From an optimization exercise on the open Yosys and OpenROAD flow, aimed at small area, a short achievable clock period and few clock cycles per item; shortcuts taken in it are not production practice.
Where RTL was checked, it was by simulation tests only, not by an equivalence proof against the original.
The RTL of run 1 was laid out without a check of its function.

## flow/design.v (module list and top-level ports; edited modules follow where they fit)
// module psum_sequencer: 58 lines
// module operand_stage: 58 lines
// module macc_unit: 60 lines
// module macc_tree: 555 lines
// module macc_fa: 4 lines
// module macc_ha: 4 lines
// module macc_control_top: 92 lines
module macc_control_top (
  input logic clk,
  input logic rst_n,
  input logic mac_begin,
  input logic acc_begin,
  input macc_pkg::len_t conv_len,
  input macc_pkg::filt_t filter_num,
  input macc_pkg::data_t weight_in,
  input macc_pkg::data_t ifmap_in,
  input macc_pkg::data_t external_psum,
  input macc_pkg::acc_t internal_psum,
  output logic mul_enable,
  output logic acc_enable,
  output macc_pkg::len_t cnt_a,
  output macc_pkg::filt_t cnt_b,
  output macc_pkg::acc_t accum_out,
  output logic psum_store,
  output logic mac_finish,
  output logic acc_finish
);
  // ...
==> flow/run.sh <==
#!/bin/bash
# synth_recipe.tcl (not shown) runs the flow's synth.tcl, then flattens the netlist and writes it again
# the make line also repeats each setting of config.mk as NAME=value (left out here)
make -C /OpenROAD-flow-scripts/flow DESIGN_CONFIG=/design/flow/config.mk WORK_HOME=/design/flow/orfs CLKGATE_MAP_FILE= SYNTH_SCRIPT=/design/flow/synth_recipe.tcl finish
==> flow/config.mk <==
export PLATFORM = sky130hd
export DESIGN_NAME = macc_control_top
export DESIGN_NICKNAME = macc_control_top
export VERILOG_FILES = /design/flow/design.v
export SDC_FILE = /design/flow/constraint.sdc
export NUM_CORES = 4
export LEC_CHECK = 0
export CAP_MARGIN = 20
export CORE_MARGIN = 2
export CORE_UTILIZATION = 40
export SETUP_SLACK_MARGIN = 3.5
export SLEW_MARGIN = 20
export SYNTH_HIERARCHICAL = 1
export SYNTH_MINIMUM_KEEP_SIZE = 0
==> flow/constraint.sdc <==
create_clock -name core_clock -period 7.0 [get_ports {clk}]
set_input_delay 1.4000 -clock core_clock [delete_from_list [all_inputs] [get_ports {clk}]]
set_output_delay 1.4000 -clock core_clock [all_outputs]
set_load 0.01 [all_outputs]
==> impl_metrics.toml, run 1 <==
[placement]
place.gp.congestion = 0.8486
dp_cells = 1745
port_buffers = 144
dp_worst_setup_slack_ns = 2.875

[critical_path]
cp_cell_sequence = "buf_12 -> a22o_1 -> fa_1 -> fa_1 -> fa_2 -> fa_1 -> fa_2 -> fa_1"
r2r_end = "u_mac.c_q[18]"
critPathCaptureType = "flip-flop"
slowest_stage = "fa_1"

[synth]
synth.most_common_cell = "dfxtp_1"
yosysTopAreaCell = "dfxtp_1"
syn_avg_cell_area_um2 = 11.29
ys_seq_area_share_pct = 29.67
synthFlopType = "dfxtp_1"

[clocking]
cts_tree = "yes"
post-cts-setup-buffers = 1
clk_latency_ns = 0.53

[min_path]
holdCritStartpoint = "u_ops.acc_pipe[0]"

[floorplan]
die_height_um = 194.8
fp-row-count = 69
ios = 145

[finish]
buffers = 159
final_cell_mix = "160 x xnor2_1, 159 x dfxtp_1, 153 x fa_1, 144 x clkdlybuf4s50_1, 98 x a22oi_1"
layout_commonest_cell = "xnor2_1"

[sta]
period_needed_ns = 3.430
slew_violations = 0

[detailed_routing]
dr.pass1.iters = 5
wl_met2_um = 14610
wl_met3_um = 2583

[grt]
met2_usage_pct = 26.79

[outcome]
status = "no timing/DRC/antenna violations"
==> run 2: changes to the inputs <==
==> flow/design.v (replaced) <==
`default_nettype none
package macc_pkg;
  typedef logic signed [16-1:0] data_t;  
  typedef logic signed [(2*16 + 4)-1:0] acc_t;  
  typedef logic [4-1:0] len_t;  
  typedef logic [4-1:0] filt_t;  
endpackage
`default_nettype wire
`timescale 1ns/1ps
`default_nettype none
module psum_sequencer (
  input logic clk,
  input logic rst_n,
  input logic mac_begin,
  input logic acc_begin,
  input macc_pkg::len_t conv_len,
  input macc_pkg::filt_t filter_num,
  output logic issue_first,  
  output logic issue_last,  
  output logic issue_end,  
  output logic run_acc,  
  output logic mul_enable,
  output logic acc_enable,
  output macc_pkg::len_t cnt_a,
  output macc_pkg::filt_t cnt_b
);
  logic idle;
  logic start_mul;
  logic start_acc;
  logic a_last;  
  logic b_last;  
  macc_pkg::len_t a_inc;
  macc_pkg::filt_t b_inc;
  assign idle = ~mul_enable & ~acc_enable;
  assign start_mul = idle & mac_begin & ~acc_begin;
  assign start_acc = idle & acc_begin & ~mac_begin;
  assign a_inc = cnt_a + 1'b1;
  assign b_inc = cnt_b + 1'b1;
  assign a_last = (a_inc == (acc_enable ? filter_num : conv_len));
  assign b_last = (b_inc == filter_num);
  always_ff @(posedge clk or negedge rst_n) begin
    if (!rst_n) begin
      mul_enable <= 1'b0;
      acc_enable <= 1'b0;
    end else begin
      mul_enable <= start_mul | (mul_enable & ~(a_last & b_last));
      acc_enable <= start_acc | (acc_enable & ~a_last);
    end
  end
  always_ff @(posedge clk) begin
    if (start_mul | start_acc) begin
      run_acc <= start_acc;
    end
    if (start_mul | start_acc | (mul_enable & a_last)) begin
      cnt_a <= '0;
    end else begin
      cnt_a <= a_inc;
    end
    if (start_mul) begin
      cnt_b <= '0;
    end else if (mul_enable & a_last) begin
      cnt_b <= b_inc;
    end
  end
  assign issue_first = ~mul_enable | (cnt_a == '0);
  assign issue_last = acc_enable | (mul_enable & a_last);
  assign issue_end = (acc_enable | mul_enable) & a_last & (acc_enable | b_last);
endmodule
`default_nettype wire
`timescale 1ns/1ps
`default_nettype none
module operand_stage (
  input logic clk,
  input logic rst_n,
  input logic acc_enable,
  input logic issue_first,
  input logic issue_last,
  input logic issue_end,
  input macc_pkg::data_t weight_in,
  input macc_pkg::data_t ifmap_in,
  input macc_pkg::data_t external_psum,
  input macc_pkg::acc_t internal_psum,
  output logic op_keep_s,  
  output logic op_keep_c,
  output logic op_use_i,  
  output logic op_last,
  output logic op_end,
  output macc_pkg::data_t op_w,
  output logic [7:0] op_one,  
  output logic [7:0] op_two,
  output logic [7:0] op_neg,
  output macc_pkg::acc_t op_i
);
  logic [1:0] acc_pipe;
  logic [1:0] first_pipe;
  logic [2:0] last_pipe;
  logic [2:0] end_pipe;
  logic pad_acc;  
  macc_pkg::data_t x;
  logic [16:0] xe;  
  always_ff @(posedge clk or negedge rst_n) begin
    if (!rst_n) begin
      last_pipe <= '0;
      end_pipe <= '0;
    end else begin
      last_pipe <= {last_pipe[1:0], issue_last};
      end_pipe <= {end_pipe[1:0], issue_end};
    end
  end
  assign pad_acc = acc_pipe[1];
  assign op_last = last_pipe[2];
  assign op_end = end_pipe[2];
  assign x = pad_acc ? macc_pkg::data_t'(1) : ifmap_in;
  assign xe = {x, 1'b0};
  always_ff @(posedge clk) begin
    acc_pipe <= {acc_pipe[0], acc_enable};
    first_pipe <= {first_pipe[0], issue_first};
    op_keep_s <= ~first_pipe[1];
    op_keep_c <= ~first_pipe[1];
    op_use_i <= pad_acc;
    op_w <= pad_acc ? external_psum : weight_in;
    op_i <= internal_psum;
    for (int i = 0; i < 8; i++) begin
      op_one[i] <= xe[2*i+1] ^ xe[2*i];
      op_two[i] <= (xe[2*i+2] & ~xe[2*i+1] & ~xe[2*i]) | (~xe[2*i+2] & xe[2*i+1] & xe[2*i]);
      op_neg[i] <= xe[2*i+2];
    end
  end
endmodule
`default_nettype wire
`timescale 1ns/1ps
`default_nettype none
module macc_unit (
  input logic clk,
  input logic rst_n,
  input logic op_keep_s,
  input logic op_keep_c,
  input logic op_use_i,
  input logic op_last,
  input logic op_end,
  input logic run_acc,
  input macc_pkg::data_t op_w,
  input logic [7:0] op_one,
  input logic [7:0] op_two,
  input logic [7:0] op_neg,
  input macc_pkg::acc_t op_i,
  output macc_pkg::acc_t accum_out,
  output logic psum_store,
  output logic mac_finish,
  output logic acc_finish
);
  logic [(2*16 + 4)-1:0] s_q;  
  logic [(2*16 + 4)-1:0] c_q;
  logic [(2*16 + 4)-1:0] s_fb;
  logic [(2*16 + 4)-1:0] c_fb;
  logic [(2*16 + 4)-1:0] s_d;
  logic [(2*16 + 4)-1:0] c_d;
  logic [(2*16 + 4)-1:0] sum;
  logic sum_last;
  logic sum_end;
  assign s_fb = (s_q & {(2*16 + 4){op_keep_s}}) | (op_i & {(2*16 + 4){op_use_i}});
  assign c_fb = c_q & {(2*16 + 4){op_keep_c}};
  macc_tree u_tree (
    .w (op_w),
    .one (op_one),
    .two (op_two),
    .neg (op_neg),
    .sfb (s_fb),
    .cfb (c_fb),
    .s_o (s_d),
    .c_o (c_d)
  );
  macc_cpa u_cpa (
    .a (s_q),
    .b (c_q),
    .y (sum)
  );
  always_ff @(posedge clk) begin
    s_q <= s_d;
    c_q <= c_d;
    accum_out <= sum;
  end
  always_ff @(posedge clk or negedge rst_n) begin
    if (!rst_n) begin
      sum_last <= 1'b0;
      sum_end <= 1'b0;
      psum_store <= 1'b0;
      mac_finish <= 1'b0;
      acc_finish <= 1'b0;
    end else begin
      sum_last <= op_last;
      sum_end <= op_end;
      psum_store <= sum_last;
      mac_finish <= sum_end & ~run_acc;
      acc_finish <= sum_end & run_acc;
    end
  end
endmodule
module macc_tree (
  input  logic [15:0] w,
  input  logic [7:0] one,
  input  logic [7:0] two,
  input  logic [7:0] neg,
  input  logic [35:0] sfb,
  input  logic [35:0] cfb,
  output logic [35:0] s_o,
  output logic [35:0] c_o
);
  wire pp0_0 = (((one[0] & w[0]) | (two[0] & 1'b0)) ^ neg[0]);
  wire pp0_1 = (((one[0] & w[1]) | (two[0] & w[0])) ^ neg[0]);
  wire pp0_2 = (((one[0] & w[2]) | (two[0] & w[1])) ^ neg[0]);
  wire pp0_3 = (((one[0] & w[3]) | (two[0] & w[2])) ^ neg[0]);
  wire pp0_4 = (((one[0] & w[4]) | (two[0] & w[3])) ^ neg[0]);
  wire pp0_5 = (((one[0] & w[5]) | (two[0] & w[4])) ^ neg[0]);
  wire pp0_6 = (((one[0] & w[6]) | (two[0] & w[5])) ^ neg[0]);
  wire pp0_7 = (((one[0] & w[7]) | (two[0] & w[6])) ^ neg[0]);
  wire pp0_8 = (((one[0] & w[8]) | (two[0] & w[7])) ^ neg[0]);
  wire pp0_9 = (((one[0] & w[9]) | (two[0] & w[8])) ^ neg[0]);
  wire pp0_10 = (((one[0] & w[10]) | (two[0] & w[9])) ^ neg[0]);
  wire pp0_11 = (((one[0] & w[11]) | (two[0] & w[10])) ^ neg[0]);
  wire pp0_12 = (((one[0] & w[12]) | (two[0] & w[11])) ^ neg[0]);
  wire pp0_13 = (((one[0] & w[13]) | (two[0] & w[12])) ^ neg[0]);
  wire pp0_14 = (((one[0] & w[14]) | (two[0] & w[13])) ^ neg[0]);
  wire pp0_15 = (((one[0] & w[15]) | (two[0] & w[14])) ^ neg[0]);
  wire pp0_16 = ~(((one[0] & w[15]) | (two[0] & w[15])) ^ neg[0]);
  wire pp1_0 = (((one[1] & w[0]) | (two[1] & 1'b0)) ^ neg[1]);
  wire pp1_1 = (((one[1] & w[1]) | (two[1] & w[0])) ^ neg[1]);
  wire pp1_2 = (((one[1] & w[2]) | (two[1] & w[1])) ^ neg[1]);
  wire pp1_3 = (((one[1] & w[3]) | (two[1] & w[2])) ^ neg[1]);
  wire pp1_4 = (((one[1] & w[4]) | (two[1] & w[3])) ^ neg[1]);
  wire pp1_5 = (((one[1] & w[5]) | (two[1] & w[4])) ^ neg[1]);
  wire pp1_6 = (((one[1] & w[6]) | (two[1] & w[5])) ^ neg[1]);
  wire pp1_7 = (((one[1] & w[7]) | (two[1] & w[6])) ^ neg[1]);
  wire pp1_8 = (((one[1] & w[8]) | (two[1] & w[7])) ^ neg[1]);
  wire pp1_9 = (((one[1] & w[9]) | (two[1] & w[8])) ^ neg[1]);
  wire pp1_10 = (((one[1] & w[10]) | (two[1] & w[9])) ^ neg[1]);
  wire pp1_11 = (((one[1] & w[11]) | (two[1] & w[10])) ^ neg[1]);
  wire pp1_12 = (((one[1] & w[12]) | (two[1] & w[11])) ^ neg[1]);
  wire pp1_13 = (((one[1] & w[13]) | (two[1] & w[12])) ^ neg[1]);
  wire pp1_14 = (((one[1] & w[14]) | (two[1] & w[13])) ^ neg[1]);
  wire pp1_15 = (((one[1] & w[15]) | (two[1] & w[14])) ^ neg[1]);
  wire pp1_16 = ~(((one[1] & w[15]) | (two[1] & w[15])) ^ neg[1]);
  wire pp2_0 = (((one[2] & w[0]) | (two[2] & 1'b0)) ^ neg[2]);
  wire pp2_1 = (((one[2] & w[1]) | (two[2] & w[0])) ^ neg[2]);
  wire pp2_2 = (((one[2] & w[2]) | (two[2] & w[1])) ^ neg[2]);
  wire pp2_3 = (((one[2] & w[3]) | (two[2] & w[2])) ^ neg[2]);
  wire pp2_4 = (((one[2] & w[4]) | (two[2] & w[3])) ^ neg[2]);
  wire pp2_5 = (((one[2] & w[5]) | (two[2] & w[4])) ^ neg[2]);
  wire pp2_6 = (((one[2] & w[6]) | (two[2] & w[5])) ^ neg[2]);
  wire pp2_7 = (((one[2] & w[7]) | (two[2] & w[6])) ^ neg[2]);
  wire pp2_8 = (((one[2] & w[8]) | (two[2] & w[7])) ^ neg[2]);
  wire pp2_9 = (((one[2] & w[9]) | (two[2] & w[8])) ^ neg[2]);
  wire pp2_10 = (((one[2] & w[10]) | (two[2] & w[9])) ^ neg[2]);
  wire pp2_11 = (((one[2] & w[11]) | (two[2] & w[10])) ^ neg[2]);
  wire pp2_12 = (((one[2] & w[12]) | (two[2] & w[11])) ^ neg[2]);
  wire pp2_13 = (((one[2] & w[13]) | (two[2] & w[12])) ^ neg[2]);
  wire pp2_14 = (((one[2] & w[14]) | (two[2] & w[13])) ^ neg[2]);
  wire pp2_15 = (((one[2] & w[15]) | (two[2] & w[14])) ^ neg[2]);
  wire pp2_16 = ~(((one[2] & w[15]) | (two[2] & w[15])) ^ neg[2]);
  wire pp3_0 = (((one[3] & w[0]) | (two[3] & 1'b0)) ^ neg[3]);
  wire pp3_1 = (((one[3] & w[1]) | (two[3] & w[0])) ^ neg[3]);
  wire pp3_2 = (((one[3] & w[2]) | (two[3] & w[1])) ^ neg[3]);
  wire pp3_3 = (((one[3] & w[3]) | (two[3] & w[2])) ^ neg[3]);
  wire pp3_4 = (((one[3] & w[4]) | (two[3] & w[3])) ^ neg[3]);
  wire pp3_5 = (((one[3] & w[5]) | (two[3] & w[4])) ^ neg[3]);
  wire pp3_6 = (((one[3] & w[6]) | (two[3] & w[5])) ^ neg[3]);
  wire pp3_7 = (((one[3] & w[7]) | (two[3] & w[6])) ^ neg[3]);
  wire pp3_8 = (((one[3] & w[8]) | (two[3] & w[7])) ^ neg[3]);
  wire pp3_9 = (((one[3] & w[9]) | (two[3] & w[8])) ^ neg[3]);
  wire pp3_10 = (((one[3] & w[10]) | (two[3] & w[9])) ^ neg[3]);
  wire pp3_11 = (((one[3] & w[11]) | (two[3] & w[10])) ^ neg[3]);
  wire pp3_12 = (((one[3] & w[12]) | (two[3] & w[11])) ^ neg[3]);
  wire pp3_13 = (((one[3] & w[13]) | (two[3] & w[12])) ^ neg[3]);
  wire pp3_14 = (((one[3] & w[14]) | (two[3] & w[13])) ^ neg[3]);
  wire pp3_15 = (((one[3] & w[15]) | (two[3] & w[14])) ^ neg[3]);
  wire pp3_16 = ~(((one[3] & w[15]) | (two[3] & w[15])) ^ neg[3]);
  wire pp4_0 = (((one[4] & w[0]) | (two[4] & 1'b0)) ^ neg[4]);
  wire pp4_1 = (((one[4] & w[1]) | (two[4] & w[0])) ^ neg[4]);
  wire pp4_2 = (((one[4] & w[2]) | (two[4] & w[1])) ^ neg[4]);
  wire pp4_3 = (((one[4] & w[3]) | (two[4] & w[2])) ^ neg[4]);
  wire pp4_4 = (((one[4] & w[4]) | (two[4] & w[3])) ^ neg[4]);
  wire pp4_5 = (((one[4] & w[5]) | (two[4] & w[4])) ^ neg[4]);
  wire pp4_6 = (((one[4] & w[6]) | (two[4] & w[5])) ^ neg[4]);
  wire pp4_7 = (((one[4] & w[7]) | (two[4] & w[6])) ^ neg[4]);
  wire pp4_8 = (((one[4] & w[8]) | (two[4] & w[7])) ^ neg[4]);
  wire pp4_9 = (((one[4] & w[9]) | (two[4] & w[8])) ^ neg[4]);
  wire pp4_10 = (((one[4] & w[10]) | (two[4] & w[9])) ^ neg[4]);
  wire pp4_11 = (((one[4] & w[11]) | (two[4] & w[10])) ^ neg[4]);
  wire pp4_12 = (((one[4] & w[12]) | (two[4] & w[11])) ^ neg[4]);
  wire pp4_13 = (((one[4] & w[13]) | (two[4] & w[12])) ^ neg[4]);
  wire pp4_14 = (((one[4] & w[14]) | (two[4] & w[13])) ^ neg[4]);
  wire pp4_15 = (((one[4] & w[15]) | (two[4] & w[14])) ^ neg[4]);
  wire pp4_16 = ~(((one[4] & w[15]) | (two[4] & w[15])) ^ neg[4]);
  wire pp5_0 = (((one[5] & w[0]) | (two[5] & 1'b0)) ^ neg[5]);
  wire pp5_1 = (((one[5] & w[1]) | (two[5] & w[0])) ^ neg[5]);
  wire pp5_2 = (((one[5] & w[2]) | (two[5] & w[1])) ^ neg[5]);
  wire pp5_3 = (((one[5] & w[3]) | (two[5] & w[2])) ^ neg[5]);
  wire pp5_4 = (((one[5] & w[4]) | (two[5] & w[3])) ^ neg[5]);
  wire pp5_5 = (((one[5] & w[5]) | (two[5] & w[4])) ^ neg[5]);
  wire pp5_6 = (((one[5] & w[6]) | (two[5] & w[5])) ^ neg[5]);
  wire pp5_7 = (((one[5] & w[7]) | (two[5] & w[6])) ^ neg[5]);
  wire pp5_8 = (((one[5] & w[8]) | (two[5] & w[7])) ^ neg[5]);
  wire pp5_9 = (((one[5] & w[9]) | (two[5] & w[8])) ^ neg[5]);
  wire pp5_10 = (((one[5] & w[10]) | (two[5] & w[9])) ^ neg[5]);
  wire pp5_11 = (((one[5] & w[11]) | (two[5] & w[10])) ^ neg[5]);
  wire pp5_12 = (((one[5] & w[12]) | (two[5] & w[11])) ^ neg[5]);
  wire pp5_13 = (((one[5] & w[13]) | (two[5] & w[12])) ^ neg[5]);
  wire pp5_14 = (((one[5] & w[14]) | (two[5] & w[13])) ^ neg[5]);
  wire pp5_15 = (((one[5] & w[15]) | (two[5] & w[14])) ^ neg[5]);
  wire pp5_16 = ~(((one[5] & w[15]) | (two[5] & w[15])) ^ neg[5]);
  wire pp6_0 = (((one[6] & w[0]) | (two[6] & 1'b0)) ^ neg[6]);
  wire pp6_1 = (((one[6] & w[1]) | (two[6] & w[0])) ^ neg[6]);
  wire pp6_2 = (((one[6] & w[2]) | (two[6] & w[1])) ^ neg[6]);
  wire pp6_3 = (((one[6] & w[3]) | (two[6] & w[2])) ^ neg[6]);
  wire pp6_4 = (((one[6] & w[4]) | (two[6] & w[3])) ^ neg[6]);
  wire pp6_5 = (((one[6] & w[5]) | (two[6] & w[4])) ^ neg[6]);
  wire pp6_6 = (((one[6] & w[6]) | (two[6] & w[5])) ^ neg[6]);
  wire pp6_7 = (((one[6] & w[7]) | (two[6] & w[6])) ^ neg[6]);
  wire pp6_8 = (((one[6] & w[8]) | (two[6] & w[7])) ^ neg[6]);
  wire pp6_9 = (((one[6] & w[9]) | (two[6] & w[8])) ^ neg[6]);
  wire pp6_10 = (((one[6] & w[10]) | (two[6] & w[9])) ^ neg[6]);
  wire pp6_11 = (((one[6] & w[11]) | (two[6] & w[10])) ^ neg[6]);
  wire pp6_12 = (((one[6] & w[12]) | (two[6] & w[11])) ^ neg[6]);
  wire pp6_13 = (((one[6] & w[13]) | (two[6] & w[12])) ^ neg[6]);
  wire pp6_14 = (((one[6] & w[14]) | (two[6] & w[13])) ^ neg[6]);
  wire pp6_15 = (((one[6] & w[15]) | (two[6] & w[14])) ^ neg[6]);
  wire pp6_16 = ~(((one[6] & w[15]) | (two[6] & w[15])) ^ neg[6]);
  wire pp7_0 = (((one[7] & w[0]) | (two[7] & 1'b0)) ^ neg[7]);
  wire pp7_1 = (((one[7] & w[1]) | (two[7] & w[0])) ^ neg[7]);
  wire pp7_2 = (((one[7] & w[2]) | (two[7] & w[1])) ^ neg[7]);
  wire pp7_3 = (((one[7] & w[3]) | (two[7] & w[2])) ^ neg[7]);
  wire pp7_4 = (((one[7] & w[4]) | (two[7] & w[3])) ^ neg[7]);
  wire pp7_5 = (((one[7] & w[5]) | (two[7] & w[4])) ^ neg[7]);
  wire pp7_6 = (((one[7] & w[6]) | (two[7] & w[5])) ^ neg[7]);
  wire pp7_7 = (((one[7] & w[7]) | (two[7] & w[6])) ^ neg[7]);
  wire pp7_8 = (((one[7] & w[8]) | (two[7] & w[7])) ^ neg[7]);
  wire pp7_9 = (((one[7] & w[9]) | (two[7] & w[8])) ^ neg[7]);
  wire pp7_10 = (((one[7] & w[10]) | (two[7] & w[9])) ^ neg[7]);
  wire pp7_11 = (((one[7] & w[11]) | (two[7] & w[10])) ^ neg[7]);
  wire pp7_12 = (((one[7] & w[12]) | (two[7] & w[11])) ^ neg[7]);
  wire pp7_13 = (((one[7] & w[13]) | (two[7] & w[12])) ^ neg[7]);
  wire pp7_14 = (((one[7] & w[14]) | (two[7] & w[13])) ^ neg[7]);
  wire pp7_15 = (((one[7] & w[15]) | (two[7] & w[14])) ^ neg[7]);
  wire pp7_16 = ~(((one[7] & w[15]) | (two[7] & w[15])) ^ neg[7]);
  wire t1s, t1c;
  macc_fa u_t1s (.a(neg[0]), .b(sfb[0]), .c(cfb[0]), .s(t1s), .co(t1c));
  wire t2s, t2c;
  macc_fa u_t2s (.a(sfb[1]), .b(cfb[1]), .c(pp0_1), .s(t2s), .co(t2c));
  wire t3s, t3c;
  macc_fa u_t3s (.a(neg[1]), .b(sfb[2]), .c(cfb[2]), .s(t3s), .co(t3c));
  wire t4s, t4c;
  macc_fa u_t4s (.a(pp0_2), .b(pp1_0), .c(t3s), .s(t4s), .co(t4c));
  wire t5s, t5c;
  macc_fa u_t5s (.a(sfb[3]), .b(cfb[3]), .c(pp0_3), .s(t5s), .co(t5c));
  wire t6s, t6c;
  macc_fa u_t6s (.a(pp1_1), .b(t3c), .c(t5s), .s(t6s), .co(t6c));
  wire t7s, t7c;
  macc_fa u_t7s (.a(neg[2]), .b(sfb[4]), .c(cfb[4]), .s(t7s), .co(t7c));
  wire t8s, t8c;
  macc_fa u_t8s (.a(pp0_4), .b(pp1_2), .c(pp2_0), .s(t8s), .co(t8c));
  wire t9s, t9c;
  macc_fa u_t9s (.a(t7s), .b(t5c), .c(t8s), .s(t9s), .co(t9c));
  wire t10s, t10c;
  macc_fa u_t10s (.a(sfb[5]), .b(cfb[5]), .c(pp0_5), .s(t10s), .co(t10c));
  wire t11s, t11c;
  macc_fa u_t11s (.a(pp1_3), .b(pp2_1), .c(t7c), .s(t11s), .co(t11c));
  wire t12s, t12c;
  macc_fa u_t12s (.a(t10s), .b(t11s), .c(t8c), .s(t12s), .co(t12c));
  wire t13s, t13c;
  macc_fa u_t13s (.a(neg[3]), .b(sfb[6]), .c(cfb[6]), .s(t13s), .co(t13c));
  wire t14s, t14c;
  macc_fa u_t14s (.a(pp0_6), .b(pp1_4), .c(pp2_2), .s(t14s), .co(t14c));
  wire t15s, t15c;
  macc_fa u_t15s (.a(pp3_0), .b(t13s), .c(t10c), .s(t15s), .co(t15c));
  wire t16s, t16c;
  macc_fa u_t16s (.a(t14s), .b(t11c), .c(t15s), .s(t16s), .co(t16c));
  wire t17s, t17c;
  macc_fa u_t17s (.a(sfb[7]), .b(cfb[7]), .c(pp0_7), .s(t17s), .co(t17c));
  wire t18s, t18c;
  macc_fa u_t18s (.a(pp1_5), .b(pp2_3), .c(pp3_1), .s(t18s), .co(t18c));
  wire t19s, t19c;
  macc_fa u_t19s (.a(t13c), .b(t17s), .c(t18s), .s(t19s), .co(t19c));
  wire t20s, t20c;
  macc_fa u_t20s (.a(t14c), .b(t15c), .c(t19s), .s(t20s), .co(t20c));
  wire t21s, t21c;
  macc_fa u_t21s (.a(neg[4]), .b(sfb[8]), .c(cfb[8]), .s(t21s), .co(t21c));
  wire t22s, t22c;
  macc_fa u_t22s (.a(pp0_8), .b(pp1_6), .c(pp2_4), .s(t22s), .co(t22c));
  wire t23s, t23c;
  macc_fa u_t23s (.a(pp3_2), .b(pp4_0), .c(t21s), .s(t23s), .co(t23c));
  wire t24s, t24c;
  macc_fa u_t24s (.a(t17c), .b(t22s), .c(t23s), .s(t24s), .co(t24c));
  wire t25s, t25c;
  macc_fa u_t25s (.a(t18c), .b(t19c), .c(t24s), .s(t25s), .co(t25c));
  wire t26s, t26c;
  macc_fa u_t26s (.a(sfb[9]), .b(cfb[9]), .c(pp0_9), .s(t26s), .co(t26c));
  wire t27s, t27c;
  macc_fa u_t27s (.a(pp1_7), .b(pp2_5), .c(pp3_3), .s(t27s), .co(t27c));
  wire t28s, t28c;
  macc_fa u_t28s (.a(pp4_1), .b(t21c), .c(t26s), .s(t28s), .co(t28c));
  wire t29s, t29c;
  macc_fa u_t29s (.a(t27s), .b(t22c), .c(t23c), .s(t29s), .co(t29c));
  wire t30s, t30c;
  macc_fa u_t30s (.a(t28s), .b(t24c), .c(t29s), .s(t30s), .co(t30c));
  wire t31s, t31c;
  macc_fa u_t31s (.a(neg[5]), .b(sfb[10]), .c(cfb[10]), .s(t31s), .co(t31c));
  wire t32s, t32c;
  macc_fa u_t32s (.a(pp0_10), .b(pp1_8), .c(pp2_6), .s(t32s), .co(t32c));
  wire t33s, t33c;
  macc_fa u_t33s (.a(pp3_4), .b(pp4_2), .c(pp5_0), .s(t33s), .co(t33c));
  wire t34s, t34c;
  macc_fx u_t34s (.a(t31s), .b(t26c), .c(t32s), .s(t34s), .co(t34c));
  wire t35s, t35c;
  macc_fx u_t35s (.a(t33s), .b(t27c), .c(t28c), .s(t35s), .co(t35c));
  wire t36s, t36c;
  macc_fa u_t36s (.a(t34s), .b(t35s), .c(t29c), .s(t36s), .co(t36c));
  wire t37s, t37c;
  macc_fa u_t37s (.a(sfb[11]), .b(cfb[11]), .c(pp0_11), .s(t37s), .co(t37c));
  wire t38s, t38c;
  macc_fa u_t38s (.a(pp1_9), .b(pp2_7), .c(pp3_5), .s(t38s), .co(t38c));
  wire t39s, t39c;
  macc_fa u_t39s (.a(pp4_3), .b(pp5_1), .c(t31c), .s(t39s), .co(t39c));
  wire t40s, t40c;
  macc_fa u_t40s (.a(t37s), .b(t38s), .c(t39s), .s(t40s), .co(t40c));
  wire t41s, t41c;
  macc_fa u_t41s (.a(t32c), .b(t33c), .c(t34c), .s(t41s), .co(t41c));
  wire t42s, t42c;
  macc_fx u_t42s (.a(t40s), .b(t35c), .c(t41s), .s(t42s), .co(t42c));
  wire t43s, t43c;
  macc_fa u_t43s (.a(neg[6]), .b(sfb[12]), .c(cfb[12]), .s(t43s), .co(t43c));
  wire t44s, t44c;
  macc_fa u_t44s (.a(pp0_12), .b(pp1_10), .c(pp2_8), .s(t44s), .co(t44c));
  wire t45s, t45c;
  macc_fa u_t45s (.a(pp3_6), .b(pp4_4), .c(pp5_2), .s(t45s), .co(t45c));
  wire t46s, t46c;
  macc_fa u_t46s (.a(pp6_0), .b(t43s), .c(t37c), .s(t46s), .co(t46c));
  wire t47s, t47c;
  macc_fa u_t47s (.a(t44s), .b(t45s), .c(t38c), .s(t47s), .co(t47c));
  wire t48s, t48c;
  macc_fa u_t48s (.a(t39c), .b(t46s), .c(t47s), .s(t48s), .co(t48c));
  wire t49s, t49c;
  macc_fx u_t49s (.a(t40c), .b(t41c), .c(t48s), .s(t49s), .co(t49c));
  wire t50s, t50c;
  macc_fx u_t50s (.a(sfb[13]), .b(cfb[13]), .c(pp0_13), .s(t50s), .co(t50c));
  wire t51s, t51c;
  macc_fx u_t51s (.a(pp1_11), .b(pp2_9), .c(pp3_7), .s(t51s), .co(t51c));
  wire t52s, t52c;
  macc_fa u_t52s (.a(pp4_5), .b(pp5_3), .c(pp6_1), .s(t52s), .co(t52c));
  wire t53s, t53c;
  macc_fa u_t53s (.a(t43c), .b(t50s), .c(t51s), .s(t53s), .co(t53c));
  wire t54s, t54c;
  macc_fa u_t54s (.a(t52s), .b(t44c), .c(t45c), .s(t54s), .co(t54c));
  wire t55s, t55c;
  macc_fx u_t55s (.a(t46c), .b(t53s), .c(t47c), .s(t55s), .co(t55c));
  wire t56s, t56c;
  macc_fx u_t56s (.a(t54s), .b(t55s), .c(t48c), .s(t56s), .co(t56c));
  wire t57s, t57c;
  macc_fa u_t57s (.a(neg[7]), .b(sfb[14]), .c(cfb[14]), .s(t57s), .co(t57c));
  wire t58s, t58c;
  macc_fa u_t58s (.a(pp0_14), .b(pp1_12), .c(pp2_10), .s(t58s), .co(t58c));
  wire t59s, t59c;
  macc_fa u_t59s (.a(pp3_8), .b(pp4_6), .c(pp5_4), .s(t59s), .co(t59c));
  wire t60s, t60c;
  macc_fx u_t60s (.a(pp6_2), .b(pp7_0), .c(t57s), .s(t60s), .co(t60c));
  wire t61s, t61c;
  macc_fa u_t61s (.a(t50c), .b(t58s), .c(t59s), .s(t61s), .co(t61c));
  wire t62s, t62c;
  macc_fa u_t62s (.a(t60s), .b(t51c), .c(t52c), .s(t62s), .co(t62c));
  wire t63s, t63c;
  macc_fa u_t63s (.a(t53c), .b(t61s), .c(t62s), .s(t63s), .co(t63c));
  wire t64s, t64c;
  macc_fx u_t64s (.a(t54c), .b(t55c), .c(t63s), .s(t64s), .co(t64c));
  wire t65s, t65c;
  macc_fx u_t65s (.a(sfb[15]), .b(cfb[15]), .c(pp0_15), .s(t65s), .co(t65c));
  wire t66s, t66c;
  macc_fa u_t66s (.a(pp1_13), .b(pp2_11), .c(pp3_9), .s(t66s), .co(t66c));
  wire t67s, t67c;
  macc_fa u_t67s (.a(pp4_7), .b(pp5_5), .c(pp6_3), .s(t67s), .co(t67c));
  wire t68s, t68c;
  macc_fa u_t68s (.a(pp7_1), .b(t57c), .c(t65s), .s(t68s), .co(t68c));
  wire t69s, t69c;
  macc_fa u_t69s (.a(t66s), .b(t67s), .c(t58c), .s(t69s), .co(t69c));
  wire t70s, t70c;
  macc_fx u_t70s (.a(t59c), .b(t60c), .c(t68s), .s(t70s), .co(t70c));
  wire t71s, t71c;
  macc_fx u_t71s (.a(t69s), .b(t61c), .c(t70s), .s(t71s), .co(t71c));
  wire t72s, t72c;
  macc_fx u_t72s (.a(t62c), .b(t71s), .c(t63c), .s(t72s), .co(t72c));
  wire t73s, t73c;
  macc_xnor2 u_t73s (.a(sfb[16]), .b(cfb[16]), .y(t73s));
  macc_or2 u_t73c (.a(sfb[16]), .b(cfb[16]), .y(t73c));
  wire t74s, t74c;
  macc_fx u_t74s (.a(pp0_16), .b(pp1_14), .c(pp2_12), .s(t74s), .co(t74c));
  wire t75s, t75c;
  macc_fa u_t75s (.a(pp3_10), .b(pp4_8), .c(pp5_6), .s(t75s), .co(t75c));
  wire t76s, t76c;
  macc_fx u_t76s (.a(pp6_4), .b(pp7_2), .c(t73s), .s(t76s), .co(t76c));
  wire t77s, t77c;
  macc_fx u_t77s (.a(t65c), .b(t74s), .c(t75s), .s(t77s), .co(t77c));
  wire t78s, t78c;
  macc_fa u_t78s (.a(t76s), .b(t66c), .c(t67c), .s(t78s), .co(t78c));
  wire t79s, t79c;
  macc_fx u_t79s (.a(t68c), .b(t77s), .c(t69c), .s(t79s), .co(t79c));
  wire t80s, t80c;
  macc_fx u_t80s (.a(t78s), .b(t70c), .c(t79s), .s(t80s), .co(t80c));
  wire t81s, t81c;
  macc_hx u_t81s (.a(t71c), .b(t80s), .s(t81s), .co(t81c));
  wire t82s, t82c;
  macc_xnor2 u_t82s (.a(sfb[17]), .b(cfb[17]), .y(t82s));
  macc_or2 u_t82c (.a(sfb[17]), .b(cfb[17]), .y(t82c));
  wire t83s, t83c;
  macc_fx u_t83s (.a(pp1_15), .b(pp2_13), .c(pp3_11), .s(t83s), .co(t83c));
  wire t84s, t84c;
  macc_fx u_t84s (.a(pp4_9), .b(pp5_7), .c(pp6_5), .s(t84s), .co(t84c));
  wire t85s, t85c;
  macc_fa u_t85s (.a(pp7_3), .b(t82s), .c(t73c), .s(t85s), .co(t85c));
  wire t86s, t86c;
  macc_fx u_t86s (.a(t83s), .b(t84s), .c(t74c), .s(t86s), .co(t86c));
  wire t87s, t87c;
  macc_fx u_t87s (.a(t75c), .b(t76c), .c(t85s), .s(t87s), .co(t87c));
  wire t88s, t88c;
  macc_fx u_t88s (.a(t86s), .b(t77c), .c(t87s), .s(t88s), .co(t88c));
  wire t89s, t89c;
  macc_fx u_t89s (.a(t78c), .b(t88s), .c(t79c), .s(t89s), .co(t89c));
  wire t90s, t90c;
  macc_hx u_t90s (.a(t80c), .b(t81c), .s(t90s), .co(t90c));
  wire t91s, t91c;
  macc_fx u_t91s (.a(sfb[18]), .b(cfb[18]), .c(pp1_16), .s(t91s), .co(t91c));
  wire t92s, t92c;
  macc_fa u_t92s (.a(pp2_14), .b(pp3_12), .c(pp4_10), .s(t92s), .co(t92c));
  wire t93s, t93c;
  macc_fa u_t93s (.a(pp5_8), .b(pp6_6), .c(pp7_4), .s(t93s), .co(t93c));
  wire t94s, t94c;
  macc_fx u_t94s (.a(t82c), .b(t91s), .c(t92s), .s(t94s), .co(t94c));
  wire t95s, t95c;
  macc_fa u_t95s (.a(t93s), .b(t83c), .c(t84c), .s(t95s), .co(t95c));
  wire t96s, t96c;
  macc_fx u_t96s (.a(t85c), .b(t94s), .c(t86c), .s(t96s), .co(t96c));
  wire t97s, t97c;
  macc_fx u_t97s (.a(t95s), .b(t87c), .c(t96s), .s(t97s), .co(t97c));
  wire t98s, t98c;
  macc_fx u_t98s (.a(t88c), .b(t97s), .c(t89c), .s(t98s), .co(t98c));
  wire t99s, t99c;
  macc_xnor2 u_t99s (.a(sfb[19]), .b(cfb[19]), .y(t99s));
  macc_or2 u_t99c (.a(sfb[19]), .b(cfb[19]), .y(t99c));
  wire t100s, t100c;
  macc_fx u_t100s (.a(pp2_15), .b(pp3_13), .c(pp4_11), .s(t100s), .co(t100c));
  wire t101s, t101c;
  macc_fa u_t101s (.a(pp5_9), .b(pp6_7), .c(pp7_5), .s(t101s), .co(t101c));
  wire t102s, t102c;
  macc_fx u_t102s (.a(t99s), .b(t91c), .c(t100s), .s(t102s), .co(t102c));
  wire t103s, t103c;
  macc_fx u_t103s (.a(t101s), .b(t92c), .c(t93c), .s(t103s), .co(t103c));
  wire t104s, t104c;
  macc_fx u_t104s (.a(t94c), .b(t102s), .c(t103s), .s(t104s), .co(t104c));
  wire t105s, t105c;
  macc_fx u_t105s (.a(t95c), .b(t104s), .c(t96c), .s(t105s), .co(t105c));
  wire t106s, t106c;
  macc_ha u_t106s (.a(t97c), .b(t105s), .s(t106s), .co(t106c));
  wire t107s, t107c;
  macc_fa u_t107s (.a(sfb[20]), .b(cfb[20]), .c(pp2_16), .s(t107s), .co(t107c));
  wire t108s, t108c;
  macc_fa u_t108s (.a(pp3_14), .b(pp4_12), .c(pp5_10), .s(t108s), .co(t108c));
  wire t109s, t109c;
  macc_fa u_t109s (.a(pp6_8), .b(pp7_6), .c(t99c), .s(t109s), .co(t109c));
  wire t110s, t110c;
  macc_fx u_t110s (.a(t107s), .b(t108s), .c(t109s), .s(t110s), .co(t110c));
  wire t111s, t111c;
  macc_fa u_t111s (.a(t100c), .b(t101c), .c(t102c), .s(t111s), .co(t111c));
  wire t112s, t112c;
  macc_fx u_t112s (.a(t110s), .b(t103c), .c(t111s), .s(t112s), .co(t112c));
  wire t113s, t113c;
  macc_fx u_t113s (.a(t104c), .b(t112s), .c(t105c), .s(t113s), .co(t113c));
  wire t114s, t114c;
  macc_xnor2 u_t114s (.a(sfb[21]), .b(cfb[21]), .y(t114s));
  macc_or2 u_t114c (.a(sfb[21]), .b(cfb[21]), .y(t114c));
  wire t115s, t115c;
  macc_fx u_t115s (.a(pp3_15), .b(pp4_13), .c(pp5_11), .s(t115s), .co(t115c));
  wire t116s, t116c;
  macc_fx u_t116s (.a(pp6_9), .b(pp7_7), .c(t114s), .s(t116s), .co(t116c));
  wire t117s, t117c;
  macc_fx u_t117s (.a(t107c), .b(t115s), .c(t116s), .s(t117s), .co(t117c));
  wire t118s, t118c;
  macc_fa u_t118s (.a(t108c), .b(t109c), .c(t117s), .s(t118s), .co(t118c));
  wire t119s, t119c;
  macc_fx u_t119s (.a(t110c), .b(t111c), .c(t118s), .s(t119s), .co(t119c));
  wire t120s, t120c;
  macc_hx u_t120s (.a(t112c), .b(t119s), .s(t120s), .co(t120c));
  wire t121s, t121c;
  macc_fa u_t121s (.a(sfb[22]), .b(cfb[22]), .c(pp3_16), .s(t121s), .co(t121c));
  wire t122s, t122c;
  macc_fa u_t122s (.a(pp4_14), .b(pp5_12), .c(pp6_10), .s(t122s), .co(t122c));
  wire t123s, t123c;
  macc_fa u_t123s (.a(pp7_8), .b(t114c), .c(t121s), .s(t123s), .co(t123c));
  wire t124s, t124c;
  macc_fa u_t124s (.a(t122s), .b(t115c), .c(t116c), .s(t124s), .co(t124c));
  wire t125s, t125c;
  macc_fx u_t125s (.a(t123s), .b(t117c), .c(t124s), .s(t125s), .co(t125c));
  wire t126s, t126c;
  macc_fx u_t126s (.a(t118c), .b(t125s), .c(t119c), .s(t126s), .co(t126c));
  wire t127s, t127c;
  macc_xnor2 u_t127s (.a(sfb[23]), .b(cfb[23]), .y(t127s));
  macc_or2 u_t127c (.a(sfb[23]), .b(cfb[23]), .y(t127c));
  wire t128s, t128c;
  macc_fa u_t128s (.a(pp4_15), .b(pp5_13), .c(pp6_11), .s(t128s), .co(t128c));
  wire t129s, t129c;
  macc_fx u_t129s (.a(pp7_9), .b(t127s), .c(t121c), .s(t129s), .co(t129c));
  wire t130s, t130c;
  macc_fx u_t130s (.a(t128s), .b(t122c), .c(t129s), .s(t130s), .co(t130c));
  wire t131s, t131c;
  macc_fx u_t131s (.a(t123c), .b(t130s), .c(t124c), .s(t131s), .co(t131c));
  wire t132s, t132c;
  macc_ha u_t132s (.a(t131s), .b(t125c), .s(t132s), .co(t132c));
  wire t133s, t133c;
  macc_fa u_t133s (.a(sfb[24]), .b(cfb[24]), .c(pp4_16), .s(t133s), .co(t133c));
  wire t134s, t134c;
  macc_fa u_t134s (.a(pp5_14), .b(pp6_12), .c(pp7_10), .s(t134s), .co(t134c));
  wire t135s, t135c;
  macc_fx u_t135s (.a(t127c), .b(t133s), .c(t134s), .s(t135s), .co(t135c));
  wire t136s, t136c;
  macc_fa u_t136s (.a(t128c), .b(t129c), .c(t135s), .s(t136s), .co(t136c));
  wire t137s, t137c;
  macc_fx u_t137s (.a(t130c), .b(t136s), .c(t131c), .s(t137s), .co(t137c));
  wire t138s, t138c;
  macc_xnor2 u_t138s (.a(sfb[25]), .b(cfb[25]), .y(t138s));
  macc_or2 u_t138c (.a(sfb[25]), .b(cfb[25]), .y(t138c));
  wire t139s, t139c;
  macc_fa u_t139s (.a(pp5_15), .b(pp6_13), .c(pp7_11), .s(t139s), .co(t139c));
  wire t140s, t140c;
  macc_fa u_t140s (.a(t138s), .b(t133c), .c(t139s), .s(t140s), .co(t140c));
  wire t141s, t141c;
  macc_fx u_t141s (.a(t134c), .b(t135c), .c(t140s), .s(t141s), .co(t141c));
  wire t142s, t142c;
  macc_ha u_t142s (.a(t136c), .b(t141s), .s(t142s), .co(t142c));
  wire t143s, t143c;
  macc_fa u_t143s (.a(sfb[26]), .b(cfb[26]), .c(pp5_16), .s(t143s), .co(t143c));
  wire t144s, t144c;
  macc_fa u_t144s (.a(pp6_14), .b(pp7_12), .c(t138c), .s(t144s), .co(t144c));
  wire t145s, t145c;
  macc_fa u_t145s (.a(t143s), .b(t144s), .c(t139c), .s(t145s), .co(t145c));
  wire t146s, t146c;
  macc_fx u_t146s (.a(t140c), .b(t145s), .c(t141c), .s(t146s), .co(t146c));
  wire t147s, t147c;
  macc_xnor2 u_t147s (.a(sfb[27]), .b(cfb[27]), .y(t147s));
  macc_or2 u_t147c (.a(sfb[27]), .b(cfb[27]), .y(t147c));
  wire t148s, t148c;
  macc_fa u_t148s (.a(pp6_15), .b(pp7_13), .c(t147s), .s(t148s), .co(t148c));
  wire t149s, t149c;
  macc_fa u_t149s (.a(t143c), .b(t148s), .c(t144c), .s(t149s), .co(t149c));
  wire t150s, t150c;
  macc_ha u_t150s (.a(t149s), .b(t145c), .s(t150s), .co(t150c));
  wire t151s, t151c;
  macc_fa u_t151s (.a(sfb[28]), .b(cfb[28]), .c(pp6_16), .s(t151s), .co(t151c));
  wire t152s, t152c;
  macc_fa u_t152s (.a(pp7_14), .b(t147c), .c(t151s), .s(t152s), .co(t152c));
  wire t153s, t153c;
  macc_fa u_t153s (.a(t148c), .b(t152s), .c(t149c), .s(t153s), .co(t153c));
  wire t154s, t154c;
  macc_xnor2 u_t154s (.a(sfb[29]), .b(cfb[29]), .y(t154s));
  macc_or2 u_t154c (.a(sfb[29]), .b(cfb[29]), .y(t154c));
  wire t155s, t155c;
  macc_fa u_t155s (.a(pp7_15), .b(t154s), .c(t151c), .s(t155s), .co(t155c));
  wire t156s, t156c;
  macc_ha u_t156s (.a(t155s), .b(t152c), .s(t156s), .co(t156c));
  wire t157s, t157c;
  macc_fa u_t157s (.a(sfb[30]), .b(cfb[30]), .c(pp7_16), .s(t157s), .co(t157c));
  wire t158s, t158c;
  macc_fa u_t158s (.a(t154c), .b(t157s), .c(t155c), .s(t158s), .co(t158c));
  wire t159s, t159c;
  macc_xnor2 u_t159s (.a(sfb[31]), .b(cfb[31]), .y(t159s));
  macc_or2 u_t159c (.a(sfb[31]), .b(cfb[31]), .y(t159c));
  wire t160s, t160c;
  macc_ha u_t160s (.a(t159s), .b(t157c), .s(t160s), .co(t160c));
  wire t161s, t161c;
  macc_xnor2 u_t161s (.a(sfb[32]), .b(cfb[32]), .y(t161s));
  macc_or2 u_t161c (.a(sfb[32]), .b(cfb[32]), .y(t161c));
  wire t162s, t162c;
  macc_ha u_t162s (.a(t161s), .b(t159c), .s(t162s), .co(t162c));
  wire t163s, t163c;
  macc_xnor2 u_t163s (.a(sfb[33]), .b(cfb[33]), .y(t163s));
  macc_or2 u_t163c (.a(sfb[33]), .b(cfb[33]), .y(t163c));
  wire t164s, t164c;
  macc_ha u_t164s (.a(t163s), .b(t161c), .s(t164s), .co(t164c));
  wire t165s, t165c;
  macc_xnor2 u_t165s (.a(sfb[34]), .b(cfb[34]), .y(t165s));
  macc_or2 u_t165c (.a(sfb[34]), .b(cfb[34]), .y(t165c));
  wire t166s, t166c;
  macc_ha u_t166s (.a(t165s), .b(t163c), .s(t166s), .co(t166c));
  wire t167s, t167c;
  macc_xnor2 u_t167s (.a(sfb[35]), .b(cfb[35]), .y(t167s));
  macc_or2 u_t167c (.a(sfb[35]), .b(cfb[35]), .y(t167c));
  wire t168s, t168c;
  macc_ha u_t168s (.a(t167s), .b(t165c), .s(t168s), .co(t168c));
  assign s_o[0] = pp0_0;
  assign c_o[0] = t1s;
  assign s_o[1] = t1c;
  assign c_o[1] = t2s;
  assign s_o[2] = t2c;
  assign c_o[2] = t4s;
  assign s_o[3] = t4c;
  assign c_o[3] = t6s;
  assign s_o[4] = t6c;
  assign c_o[4] = t9s;
  assign s_o[5] = t9c;
  assign c_o[5] = t12s;
  assign s_o[6] = t12c;
  assign c_o[6] = t16s;
  assign s_o[7] = t16c;
  assign c_o[7] = t20s;
  assign s_o[8] = t20c;
  assign c_o[8] = t25s;
  assign s_o[9] = t25c;
  assign c_o[9] = t30s;
  assign s_o[10] = t36s;
  assign c_o[10] = t30c;
  assign s_o[11] = t36c;
  assign c_o[11] = t42s;
  assign s_o[12] = t42c;
  assign c_o[12] = t49s;
  assign s_o[13] = t49c;
  assign c_o[13] = t56s;
  assign s_o[14] = t56c;
  assign c_o[14] = t64s;
  assign s_o[15] = t64c;
  assign c_o[15] = t72s;
  assign s_o[16] = t81s;
  assign c_o[16] = t72c;
  assign s_o[17] = t89s;
  assign c_o[17] = t90s;
  assign s_o[18] = t90c;
  assign c_o[18] = t98s;
  assign s_o[19] = t106s;
  assign c_o[19] = t98c;
  assign s_o[20] = t106c;
  assign c_o[20] = t113s;
  assign s_o[21] = t120s;
  assign c_o[21] = t113c;
  assign s_o[22] = t120c;
  assign c_o[22] = t126s;
  assign s_o[23] = t132s;
  assign c_o[23] = t126c;
  assign s_o[24] = t132c;
  assign c_o[24] = t137s;
  assign s_o[25] = t142s;
  assign c_o[25] = t137c;
  assign s_o[26] = t142c;
  assign c_o[26] = t146s;
  assign s_o[27] = t150s;
  assign c_o[27] = t146c;
  assign s_o[28] = t150c;
  assign c_o[28] = t153s;
  assign s_o[29] = t156s;
  assign c_o[29] = t153c;
  assign s_o[30] = t158s;
  assign c_o[30] = t156c;
  assign s_o[31] = t160s;
  assign c_o[31] = t158c;
  assign s_o[32] = t162s;
  assign c_o[32] = t160c;
  assign s_o[33] = t162c;
  assign c_o[33] = t164s;
  assign s_o[34] = t164c;
  assign c_o[34] = t166s;
  assign s_o[35] = t166c;
  assign c_o[35] = t168s;
endmodule
module macc_fa (input logic a, input logic b, input logic c, output logic s, output logic co);
  assign s = a ^ b ^ c;
  assign co = (a & b) | (a & c) | (b & c);
endmodule
module macc_ha (input logic a, input logic b, output logic s, output logic co);
  assign s = a ^ b;
  assign co = a & b;
endmodule
module macc_fx (input logic a, input logic b, input logic c, output logic s, output logic co);
  logic ab;
  logic g;
  macc_xor2 u_ab (.a(a), .b(b), .y(ab));
  macc_xor2 u_s (.a(ab), .b(c), .y(s));
  macc_and2 u_g (.a(a), .b(b), .y(g));
  macc_ao21 u_co (.a(c), .b(ab), .c(g), .y(co));
endmodule
module macc_hx (input logic a, input logic b, output logic s, output logic co);
  macc_xor2 u_s (.a(a), .b(b), .y(s));
  assign co = a & b;
endmodule
module macc_xor2 (input logic a, input logic b, output logic y);
  assign y = a ^ b;
endmodule
module macc_xnor2 (input logic a, input logic b, output logic y);
  assign y = ~(a ^ b);
endmodule
module macc_or2 (input logic a, input logic b, output logic y);
  assign y = a | b;
endmodule
module macc_and2 (input logic a, input logic b, output logic y);
  assign y = a & b;
endmodule
module macc_ao21 (input logic a, input logic b, input logic c, output logic y);
  assign y = (a & b) | c;
endmodule
module macc_cpa (
  input  logic [35:0] a,
  input  logic [35:0] b,
  output logic [35:0] y
);
  logic [35:0] p;
  logic [35:0] g;
  assign p = a ^ b;
  assign g = a & b;
  wire gg1 = g[1] | (p[1] & g[0]);
  wire gg2 = g[3] | (p[3] & g[2]);
  wire pp2 = p[3] & p[2];
  wire gg3 = g[5] | (p[5] & g[4]);
  wire pp3 = p[5] & p[4];
  wire gg4 = g[7] | (p[7] & g[6]);
  wire pp4 = p[7] & p[6];
  wire gg5 = g[9] | (p[9] & g[8]);
  wire pp5 = p[9] & p[8];
  wire gg6 = g[11] | (p[11] & g[10]);
  wire pp6 = p[11] & p[10];
  wire gg7 = g[13] | (p[13] & g[12]);
  wire pp7 = p[13] & p[12];
  wire gg8 = g[15] | (p[15] & g[14]);
  wire pp8 = p[15] & p[14];
  wire gg9 = g[17] | (p[17] & g[16]);
  wire pp9 = p[17] & p[16];
  wire gg10 = g[19] | (p[19] & g[18]);
  wire pp10 = p[19] & p[18];
  wire gg11 = g[21] | (p[21] & g[20]);
  wire pp11 = p[21] & p[20];
  wire gg12 = g[23] | (p[23] & g[22]);
  wire pp12 = p[23] & p[22];
  wire gg13 = g[25] | (p[25] & g[24]);
  wire pp13 = p[25] & p[24];
  wire gg14 = g[27] | (p[27] & g[26]);
  wire pp14 = p[27] & p[26];
  wire gg15 = g[29] | (p[29] & g[28]);
  wire pp15 = p[29] & p[28];
  wire gg16 = g[31] | (p[31] & g[30]);
  wire pp16 = p[31] & p[30];
  wire gg17 = g[33] | (p[33] & g[32]);
  wire pp17 = p[33] & p[32];
  wire gg18 = g[35] | (p[35] & g[34]);
  wire pp18 = p[35] & p[34];
  wire gg19 = g[2] | (p[2] & gg1);
  wire gg20 = gg2 | (pp2 & gg1);
  wire gg21 = g[6] | (p[6] & gg3);
  wire pp21 = p[6] & pp3;
  wire gg22 = gg4 | (pp4 & gg3);
  wire pp22 = pp4 & pp3;
  wire gg23 = g[10] | (p[10] & gg5);
  wire pp23 = p[10] & pp5;
  wire gg24 = gg6 | (pp6 & gg5);
  wire pp24 = pp6 & pp5;
  wire gg25 = g[14] | (p[14] & gg7);
  wire pp25 = p[14] & pp7;
  wire gg26 = gg8 | (pp8 & gg7);
  wire pp26 = pp8 & pp7;
  wire gg27 = g[18] | (p[18] & gg9);
  wire pp27 = p[18] & pp9;
  wire gg28 = gg10 | (pp10 & gg9);
  wire pp28 = pp10 & pp9;
  wire gg29 = g[22] | (p[22] & gg11);
  wire pp29 = p[22] & pp11;
  wire gg30 = gg12 | (pp12 & gg11);
  wire pp30 = pp12 & pp11;
  wire gg31 = g[26] | (p[26] & gg13);
  wire pp31 = p[26] & pp13;
  wire gg32 = gg14 | (pp14 & gg13);
  wire pp32 = pp14 & pp13;
  wire gg33 = g[30] | (p[30] & gg15);
  wire pp33 = p[30] & pp15;
  wire gg34 = gg16 | (pp16 & gg15);
  wire pp34 = pp16 & pp15;
  wire gg35 = g[34] | (p[34] & gg17);
  wire pp35 = p[34] & pp17;
  wire gg36 = gg18 | (pp18 & gg17);
  wire pp36 = pp18 & pp17;
  wire gg37 = g[4] | (p[4] & gg20);
  wire gg38 = gg3 | (pp3 & gg20);
  wire gg39 = gg21 | (pp21 & gg20);
  wire gg40 = gg22 | (pp22 & gg20);
  wire gg41 = g[12] | (p[12] & gg24);
  wire pp41 = p[12] & pp24;
  wire gg42 = gg7 | (pp7 & gg24);
  wire pp42 = pp7 & pp24;
  wire gg43 = gg25 | (pp25 & gg24);
  wire pp43 = pp25 & pp24;
  wire gg44 = gg26 | (pp26 & gg24);
  wire pp44 = pp26 & pp24;
  wire gg45 = g[20] | (p[20] & gg28);
  wire pp45 = p[20] & pp28;
  wire gg46 = gg11 | (pp11 & gg28);
  wire pp46 = pp11 & pp28;
  wire gg47 = gg29 | (pp29 & gg28);
  wire pp47 = pp29 & pp28;
  wire gg48 = gg30 | (pp30 & gg28);
  wire pp48 = pp30 & pp28;
  wire gg49 = g[28] | (p[28] & gg32);
  wire pp49 = p[28] & pp32;
  wire gg50 = gg15 | (pp15 & gg32);
  wire pp50 = pp15 & pp32;
  wire gg51 = gg33 | (pp33 & gg32);
  wire pp51 = pp33 & pp32;
  wire gg52 = gg34 | (pp34 & gg32);
  wire pp52 = pp34 & pp32;
  wire gg53 = g[8] | (p[8] & gg40);
  wire gg54 = gg5 | (pp5 & gg40);
  wire gg55 = gg23 | (pp23 & gg40);
  wire gg56 = gg24 | (pp24 & gg40);
  wire gg57 = gg41 | (pp41 & gg40);
  wire gg58 = gg42 | (pp42 & gg40);
  wire gg59 = gg43 | (pp43 & gg40);
  wire gg60 = gg44 | (pp44 & gg40);
  wire gg61 = g[24] | (p[24] & gg48);
  wire pp61 = p[24] & pp48;
  wire gg62 = gg13 | (pp13 & gg48);
  wire pp62 = pp13 & pp48;
  wire gg63 = gg31 | (pp31 & gg48);
  wire pp63 = pp31 & pp48;
  wire gg64 = gg32 | (pp32 & gg48);
  wire pp64 = pp32 & pp48;
  wire gg65 = gg49 | (pp49 & gg48);
  wire pp65 = pp49 & pp48;
  wire gg66 = gg50 | (pp50 & gg48);
  wire pp66 = pp50 & pp48;
  wire gg67 = gg51 | (pp51 & gg48);
  wire pp67 = pp51 & pp48;
  wire gg68 = gg52 | (pp52 & gg48);
  wire pp68 = pp52 & pp48;
  wire gg69 = g[16] | (p[16] & gg60);
  wire gg70 = gg9 | (pp9 & gg60);
  wire gg71 = gg27 | (pp27 & gg60);
  wire gg72 = gg28 | (pp28 & gg60);
  wire gg73 = gg45 | (pp45 & gg60);
  wire gg74 = gg46 | (pp46 & gg60);
  wire gg75 = gg47 | (pp47 & gg60);
  wire gg76 = gg48 | (pp48 & gg60);
  wire gg77 = gg61 | (pp61 & gg60);
  wire gg78 = gg62 | (pp62 & gg60);
  wire gg79 = gg63 | (pp63 & gg60);
  wire gg80 = gg64 | (pp64 & gg60);
  wire gg81 = gg65 | (pp65 & gg60);
  wire gg82 = gg66 | (pp66 & gg60);
  wire gg83 = gg67 | (pp67 & gg60);
  wire gg84 = gg68 | (pp68 & gg60);
  wire gg85 = g[32] | (p[32] & gg84);
  wire gg86 = gg17 | (pp17 & gg84);
  wire gg87 = gg35 | (pp35 & gg84);
  wire gg88 = gg36 | (pp36 & gg84);
  assign y[0] = p[0];
  assign y[1] = p[1] ^ g[0];
  assign y[2] = p[2] ^ gg1;
  assign y[3] = p[3] ^ gg19;
  assign y[4] = p[4] ^ gg20;
  assign y[5] = p[5] ^ gg37;
  assign y[6] = p[6] ^ gg38;
  assign y[7] = p[7] ^ gg39;
  assign y[8] = p[8] ^ gg40;
  assign y[9] = p[9] ^ gg53;
  assign y[10] = p[10] ^ gg54;
  assign y[11] = p[11] ^ gg55;
  assign y[12] = p[12] ^ gg56;
  assign y[13] = p[13] ^ gg57;
  assign y[14] = p[14] ^ gg58;
  assign y[15] = p[15] ^ gg59;
  assign y[16] = p[16] ^ gg60;
  assign y[17] = p[17] ^ gg69;
  assign y[18] = p[18] ^ gg70;
  assign y[19] = p[19] ^ gg71;
  assign y[20] = p[20] ^ gg72;
  assign y[21] = p[21] ^ gg73;
  assign y[22] = p[22] ^ gg74;
  assign y[23] = p[23] ^ gg75;
  assign y[24] = p[24] ^ gg76;
  assign y[25] = p[25] ^ gg77;
  assign y[26] = p[26] ^ gg78;
  assign y[27] = p[27] ^ gg79;
  assign y[28] = p[28] ^ gg80;
  assign y[29] = p[29] ^ gg81;
  assign y[30] = p[30] ^ gg82;
  assign y[31] = p[31] ^ gg83;
  assign y[32] = p[32] ^ gg84;
  assign y[33] = p[33] ^ gg85;
  assign y[34] = p[34] ^ gg86;
  assign y[35] = p[35] ^ gg87;
endmodule
`default_nettype wire
`timescale 1ns/1ps
`default_nettype none
module macc_control_top (
  input logic clk,
  input logic rst_n,
  input logic mac_begin,
  input logic acc_begin,
  input macc_pkg::len_t conv_len,
  input macc_pkg::filt_t filter_num,
  input macc_pkg::data_t weight_in,
  input macc_pkg::data_t ifmap_in,
  input macc_pkg::data_t external_psum,
  input macc_pkg::acc_t internal_psum,
  output logic mul_enable,
  output logic acc_enable,
  output macc_pkg::len_t cnt_a,
  output macc_pkg::filt_t cnt_b,
  output macc_pkg::acc_t accum_out,
  output logic psum_store,
  output logic mac_finish,
  output logic acc_finish
);
  logic issue_first;
  logic issue_last;
  logic issue_end;
  logic run_acc;
  logic op_keep_s;
  logic op_keep_c;
  logic op_use_i;
  logic op_last;
  logic op_end;
  macc_pkg::data_t op_w;
  logic [7:0] op_one;
  logic [7:0] op_two;
  logic [7:0] op_neg;
  macc_pkg::acc_t op_i;
  psum_sequencer u_seq (
    .clk (clk),
    .rst_n (rst_n),
    .mac_begin (mac_begin),
    .acc_begin (acc_begin),
    .conv_len (conv_len),
    .filter_num (filter_num),
    .issue_first (issue_first),
    .issue_last (issue_last),
    .issue_end (issue_end),
    .run_acc (run_acc),
    .mul_enable (mul_enable),
    .acc_enable (acc_enable),
    .cnt_a (cnt_a),
    .cnt_b (cnt_b)
  );
  operand_stage u_ops (
    .clk (clk),
    .rst_n (rst_n),
    .acc_enable (acc_enable),
    .issue_first (issue_first),
    .issue_last (issue_last),
    .issue_end (issue_end),
    .weight_in (weight_in),
    .ifmap_in (ifmap_in),
    .external_psum (external_psum),
    .internal_psum (internal_psum),
    .op_keep_s (op_keep_s),
    .op_keep_c (op_keep_c),
    .op_use_i (op_use_i),
    .op_last (op_last),
    .op_end (op_end),
    .op_w (op_w),
    .op_one (op_one),
    .op_two (op_two),
    .op_neg (op_neg),
    .op_i (op_i)
  );
  macc_unit u_mac (
    .clk (clk),
    .rst_n (rst_n),
    .op_keep_s (op_keep_s),
    .op_keep_c (op_keep_c),
    .op_use_i (op_use_i),
    .op_last (op_last),
    .op_end (op_end),
    .run_acc (run_acc),
    .op_w (op_w),
    .op_one (op_one),
    .op_two (op_two),
    .op_neg (op_neg),
    .op_i (op_i),
    .accum_out (accum_out),
    .psum_store (psum_store),
    .mac_finish (mac_finish),
    .acc_finish (acc_finish)
  );
endmodule
`default_nettype wire
==> flow/config.mk (replaced) <==
export PLATFORM = sky130hd
export DESIGN_NAME = macc_control_top
export DESIGN_NICKNAME = macc_control_top
export VERILOG_FILES = /design/flow/design.v
export SDC_FILE = /design/flow/constraint.sdc
export NUM_CORES = 4
export LEC_CHECK = 0
export CAP_MARGIN = 20
export CORE_MARGIN = 2
export CORE_UTILIZATION = 40
export SETUP_SLACK_MARGIN = 4.0
export SLEW_MARGIN = 20
export SYNTH_HIERARCHICAL = 1
export SYNTH_MINIMUM_KEEP_SIZE = 0
==> impl_metrics.toml, run 2 <==
[outcome]
status = "no timing/DRC/antenna violations"

[detailed_routing]
wl_met3_um = 1899
dr.pass1.iters = 5
wl_met2_um = 15210
wl_per_cell_um = 17.00
wirelength_um = 33660
via_per_inst = 4.961
initialDrtViolationCount = 421
wl_met1_um = 15830
highest_layer = "met5"
drc_errors = 0
vias = 9823
antenna_left = 0

[synth]
ys_warn_count = 9
synth_cell_types = 69
synthCells = 1375
synthArstFlopShare_pct = 6.132
synth_enable_flop_cells = 1
syn_avg_cell_area_um2 = 10.70
synthFlopType = "dfxtp_1"
synthTopCellsByArea = "dfxtp_1 27%, fa_1 13%, xnor2_1 10%"
ys_ff_latch = 212
syn_area_um2 = 14710
yosysTopAreaCell = "dfxtp_1"
synth_top_area_share_pct = 26.95
yosys-top-cells-count = "198 x dfxtp_1, 173 x xnor2_1, 125 x xor2_1, 98 x a22oi_1, 97 x fa_1"
synth.most_common_cell = "dfxtp_1"
ys_seq_area_share_pct = 29.36

[finish]
nets = 1733
layout_commonest_cell = "xnor2_1"
antenna_cells = 0
fin_area_um2 = 17660
finalNonFillerCells = 1980
final_cell_mix = "169 x xnor2_1, 160 x dfxtp_1, 143 x clkdlybuf4s50_1, 108 x xor2_1"
drive_above_1_share_pct = 18.32
final_util_pct = 48.48
area_growth_pct = 20.09

[sta]
slew_headroom_pct = 37.31
max_freq_ghz = 0.3414
setup_viol = 0
period_needed_ns = 2.929
tightestPinTransition_ns = 0.9403
slew_violations = 0
fin_crit_sh_pct = 41.85
finalSetupTns_ns = 0
clock_skew_ns = 0.009919
hold_viol = 0
rsz0062_at_grt = "yes"

[critical_path]
slowest_stage = "clkdlybuf4s50_1"
startpoint_type = "flip-flop"
cp_num_buf_inv = 1
slowest_delay_ns = 0.58
worstPathArrival_ns = 1.53
cp.required_ns = 5.60
critPathKind = "flip-flop to output port"
cp_cell_sequence = "clkdlybuf4s50_1"
path_max_fanout = 4
cp_top_family = "buffers and inverters"
critPathCaptureType = "output port"

[clocking]
cts_tree = "yes"
clk_latency_ns = 0.55
cts-root-buf = "clkbuf_16"
cts.htree.levels = 1
path_clk_slew_ns = 0.06
cts_buffer_depth = 3
numCtsBuffers = 26
clock-sinks = 212

[placement]
placed_area_um2 = 15520
hpwl_um = 23660
port_buffers = 144
dp_cells = 1835
place.gp.congestion = 0.8285

[grt]
antenna_found_initial = 1
grt.overflow.total = 0
grt_start_max_net_pins = 41
gr-usage-all-layers_pct = 17.07
grt_pass1_vias = 9763
grt_pass1_wl_um = 52870

[min_path]
hp-class = "flip-flop to flip-flop"

[floorplan]
fp-row-count = 70
die_height_um = 195.8
start_util_pct = 40.37
die_w_um = 195.8
coreArea_um2 = 36430
ios = 145
dieArea_um2 = 38320

[job]
maxCapViolCount = 0
run 2: worst paths after layout:
path                                   start           endpoint  slack [ns]  depth (start not counted)
hold / removal             u_ops.acc_pipe[0]  u_ops.acc_pipe[1]        0.32                          0
setup / recovery              u_seq.cnt_b[3]           cnt_b[3]        4.07                          1
min in group asynchronous              rst_n   u_mac.psum_store        1.20                          1
setup reg to reg             u_ops.op_two[2]      u_mac.s_q[19]        4.09                         11
max in group asynchronous              rst_n   u_seq.acc_enable        5.42                          1
hold reg to reg            u_ops.acc_pipe[0]  u_ops.acc_pipe[1]        0.32                          0
run 2: stage by stage:
stage               setup WS, ns  hold WS, ns
floorplan                  4.005       0.3096
global placement           3.570       0.3112
detailed placement         3.502       0.3120
CTS                        3.985       0.3177
global route               3.900       0.3312
finish                     4.071       0.3210
run 2: layout make-up:
type | count | area (µm²)
clock buffer | 32 | 703.2
clock inverter | 15 | 187.7
fill | 3367 | 18770
inverter | 33 | 123.9
multi-input combinational | 969 | 9218
sequential | 212 | 4454
tap | 468 | 585.6
timing repair buffer | 251 | 2392
run 2: metal layers:
layer / global-route usage, % / vias up
met5: 0 / -
met4: 4.686 / 2
met3: 3.198 / 47
met2: 26.81 / 225
met1: 24.08 / 4753
li1: - / 4796
run 2: Yosys stat by module (local to each module, per instance), excerpt:
module	flip-flops and latches	copies in the design	area, µm²
macc_ao21	0	51	7.507
macc_unit	113	1	2953
macc_xor2	0	105	8.758
macc_and2	0	51	6.256
operand_stage	88	1	2338
psum_sequencer	11	1	674.4
macc_fa	0	91	20.02
macc_cpa	0	1	1555
macc_hx	0	3	6.256
macc_xnor2	0	13	8.758
run 2: cell families (layout without fill, tap and decap cells):
kind of cell	Yosys count	after routing	share of synthesized area (%)
buffers and inverters	194	331	9.595
adders and majority gates	144	144	17.20
muxes	23	23	1.701
xor gates and xnor gates	299	299	17.90
AOI/OAI and AO/OA	286	286	15.53
and+or+nand+nor	217	217	8.711
DFF	212	212	29.36
run 2: timing repair:
action                     in CTS  in global routing
resized for setup              58                 72
pin swaps                       0                 55
setup buffers                   3                 94
cloned                          0                  1
setup endpoints to repair      38                 25
hold buffers                    0                  0
Testbench counts of run 2, summed over its fixed seeds: cycles 24,347, items 22,427.

-- afterwards: timing with drivers on the ports --
The results above use ideal ports. As a check the final layouts listed here were re-extracted and re-timed, cells and wires unchanged.
Step 1: set_driving_cell puts a clkbuf_16 on clk and a buf_2 on each other input, an assumption about the parent block.
Step 2 times the ports against the registers' clock, not the clock port: input delays grow and output delays shrink by t, the midpoint of the rising clock arrivals with the driver on.
a / b / c = ideal / step 1 / step 2; a / b = the first two.
run | shift t [ns] | slack for setup (ns) | cell pins on the clock port's net
run 1 | 0.577 | 3.570 / 3.570 / 3.422 | 1
run 2 | 0.596 | 4.071 / 4.018 / 3.651 | 1
After both steps setup and hold are still met in every run listed. The setup slack of run 2, which loses most, moves by -0.053 ns with the drivers and by -0.420 ns with both steps.
